From an optimization exercise on the open Yosys and OpenROAD flow, aimed at small area; shortcuts taken in it are not production practice. The RTL was checked by simulation tests, not by an equivalence proof against the original design. The flow treats the clock pin as an ideal source, which a real chip does not have. Power and IR drop assume default switching activity.

## fir_tap_sequencer
module fir_tap_sequencer #(
    parameter int unsigned NTAPS     = 32,
    parameter int unsigned MAC_LAT   = 3,
    parameter int unsigned COEF_FRAC = 17
) (
    input  logic                     clk,
    input  logic                     rst,
    input  logic [23:0]              in_data,
    input  logic                     in_valid,
    output logic                     in_ready,
    input  logic                     coef_we,
    input  logic [$clog2(NTAPS)-1:0] coef_addr,
    input  logic [17:0]              coef_data,
    output logic [24:0]              mac_a,
    output logic [17:0]              mac_b,
    output logic [47:0]              mac_c,
    input  logic [47:0]              mac_out,
    input  logic                     mac_valid,
    output logic [23:0]              out_data,
    output logic                     out_valid,
    output logic                     err
);
    localparam int unsigned AW = $clog2(NTAPS);
    localparam int unsigned NG = NTAPS / 3;       
    typedef enum logic [1:0] {
        StIdle,
        StRun,
        StDrain,
        StOut
    } state_e;
    state_e             state_q;
    logic [AW-1:0]      cnt_q;
    logic               first_q;       
    logic [47:0]        acc_q;
    logic [23:0]        out_data_q;
    logic               err_q;
    logic [1:0]         ign_q;
    logic [23:0]        ring_q [NTAPS];
    logic [17:0]        coef_q [NTAPS];
    logic               idle, run, drain;
    logic               accept;
    logic               rotate;
    logic               last_tap;
    logic               mac_live;
    logic               valid_pred;
    logic [47:0]        acc_sum;
    logic [23:0]        fmt_data;
    assign idle     = (state_q == StIdle);
    assign run      = (state_q == StRun);
    assign drain    = (state_q == StDrain);
    assign accept   = idle & in_valid;
    assign last_tap = (cnt_q == AW'(NTAPS - 1));
    assign rotate   = run & ~last_tap;
    assign mac_live = run & (cnt_q >= AW'(MAC_LAT));
    localparam logic [48:0] ACC_BLK_START = {1'b1, 48'h1101_0101_0101};
    localparam int unsigned ACC_BLK0      = 8;    
    logic [47:0] add_s0;       
    logic [48:0] add_rc;       
    logic [47:0] add_inc;      
    logic [48:0] add_ones;     
    logic [48:0] add_bc;       
  ...
Settings: LEC_CHECK=0, CAP_MARGIN=20, CORE_MARGIN=2, CORE_UTILIZATION=70, PLACE_DENSITY=0.75, SLEW_MARGIN=20, SYNTH_HIERARCHICAL=1; clock period 10.0 ns.
standard.sh (not shown) runs the stock make flow with config.mk's settings and CLKGATE_MAP_FILE= SYNTH_SCRIPT=/design/flow/synth_recipe.tcl, a recipe that flattens the netlist after the stock synthesis.
==> flow/flow/run.sh <==
#!/bin/bash
# The standard layout (standard synthesis unchanged), with these changes after synthesis:
#  * port buffers are sky130_fd_sc_hd__buf_1 instead of the resizer's default choice;
#  * CTS clusters about 16 sinks under each clkbuf_8 leaf and inserts no dummy loads;
#  * after CTS (flow/post_cts.tcl) and after global routing (flow/post_grt.tcl), any clock
#    buffer whose loads see a slow edge is upsized.
# The make output goes to standard_flow.log; ORFS writes each step's log under orfs/logs/.
set -euo pipefail
cd "$(dirname "$0")/.."
bash standard.sh \
  "CTS_ARGS=-sink_clustering_enable -repair_clock_nets -dont_use_dummy_load -sink_clustering_size 16 -sink_clustering_max_diameter 60 -buf_list sky130_fd_sc_hd__clkbuf_8" \
  "BUFFER_PORTS_ARGS=-buffer_cell sky130_fd_sc_hd__buf_1" \
  "POST_CTS_TCL=$PWD/flow/post_cts.tcl" \
  "POST_GLOBAL_ROUTE_TCL=$PWD/flow/post_grt.tcl" \
  finish > standard_flow.log 2>&1
Other scripts of this flow, unchanged in this note and not shown: flow/flow/post_cts.tcl, flow/flow/post_grt.tcl
Change:
--- a/flow/design.v
+++ b/flow/design.v
@@ -12,22 +12,16 @@
     assign co = (a & b) | (a & c) | (b & c);
 endmodule
 module fir_ha (
     input  logic a, b,
     output logic s, co
 );
     assign s  = a ^ b;
     assign co = a & b;
-endmodule
-module fir_ao22n (
-    input  logic a0, b0, a1, b1,
-    output logic y
-);
-    assign y = ~((a0 & b0) | (a1 & b1));
 endmodule
 module fir_ao22 (
     input  logic a0, b0, a1, b1,
     output logic y
 );
     assign y = (a0 & b0) | (a1 & b1);
 endmodule
 module fir_ao21 (
@@ -86,36 +80,33 @@
     assign idle     = (state_q == StIdle);
     assign run      = (state_q == StRun);
     assign drain    = (state_q == StDrain);
     assign accept   = idle & in_valid;
     assign last_tap = (cnt_q == AW'(NTAPS - 1));
     assign rotate   = run & ~last_tap;
     assign mac_live = run & (cnt_q >= AW'(MAC_LAT));
     localparam logic [48:0] ACC_BLK_START = {1'b1, 48'h1101_0101_0101};
-    localparam int unsigned ACC_BLK0      = 8;    
     logic [47:0] add_s0;       
     logic [48:0] add_rc;       
     logic [47:0] add_inc;      
     logic [48:0] add_ones;     
     logic [48:0] add_bc;       
+    assign add_bc[0] = 1'b0;
     for (genvar i = 0; i < 48; i++) begin : g_add
         if (ACC_BLK_START[i]) begin : g_start
             fir_ha u_ha (.a(acc_q[i]), .b(mac_out[i]), .s(add_s0[i]), .co(add_rc[i+1]));
             assign add_ones[i+1] = add_s0[i];
             assign add_inc[i]    = add_bc[i];
         end else begin : g_mid
             fir_fa u_fa (.a(acc_q[i]), .b(mac_out[i]), .c(add_rc[i]), .s(add_s0[i]),
                          .co(add_rc[i+1]));
             assign add_ones[i+1] = add_ones[i] & add_s0[i];
         end
-        if (i < ACC_BLK0) begin : g_blk0
-            assign add_bc[i+1] = (i == ACC_BLK0 - 1) ? add_rc[i+1] : 1'b0;
-            assign acc_sum[i]  = add_s0[i];
-        end else if (ACC_BLK_START[i+1]) begin : g_end
+        if (ACC_BLK_START[i+1]) begin : g_end
             assign add_bc[i+1] = add_rc[i+1] | (add_ones[i+1] & add_bc[i]);
             assign acc_sum[i]  = add_s0[i] ^ add_inc[i];
         end else begin : g_in
             assign add_bc[i+1] = add_bc[i];
             fir_ha u_inc (.a(add_s0[i]), .b(add_inc[i]), .s(acc_sum[i]), .co(add_inc[i+1]));
         end
     end
     logic fmt_fit;         
@@ -152,19 +143,20 @@
         for (genvar j = 0; j < NG; j++) begin : g_grp
             fir_ao222n u_ao (
                 .a0(tap_sel[3*j]),   .b0(coef_q[3*j][b]),
                 .a1(tap_sel[3*j+1]), .b1(coef_q[3*j+1][b]),
                 .a2(tap_sel[3*j+2]), .b2(coef_q[3*j+2][b]),
                 .y (grp_n[j])
             );
         end
-        fir_ao22n u_ao_last (
+        fir_ao222n u_ao_last (
             .a0(tap_sel[3*NG]),   .b0(coef_q[3*NG][b]),
             .a1(tap_sel[3*NG+1]), .b1(coef_q[3*NG+1][b]),
+            .a2(1'b0),            .b2(1'b0),
             .y (grp_n[NG])
         );
         assign mac_b[b] = ~&grp_n;
     end
     always_ff @(posedge clk) begin
         if (rst) begin
             state_q <= StIdle;
         end else begin
Combinational power is about the same.
Clock skew climbs by 23 ps.
Setup slack gets worse by 9.4 ps.
Flip-flop and latch count does not change.
Cell area is about the same.
Non-clock buffer count grows by 1.
Worst hold slack barely changes.

## afterwards: timing with drivers on the ports
No port has a modelled driver above. Below, the same layouts with a new extraction and two added sets of constraints. Step 1 assumes that a clkbuf_16 drives the clock port and a buf_2 every other input. Step 2 moves the port delays by t, midway between the first and last clock arrival at a register: inputs arrive t later, outputs are due t later. That takes back most of the time a late clock gives input paths. Slacks: ideal / step 1 / step 2; pairs: ideal / step 1.
run | shift t [ns] | slack for setup (ns) | hold WS [ns] | cell pins on the clock port's net
the first run | 0.695 | 1.369 / 1.411 / 0.717 | 0.363 / 0.363 / 0.363 | 1
the second run | 0.686 | 1.360 / 1.402 / 0.716 | 0.363 / 0.363 / 0.363 | 1
After both steps every run listed still meets setup and hold. The setup slack of the first run, which loses most, moves by +0.042 ns with the drivers and by -0.652 ns with both steps.
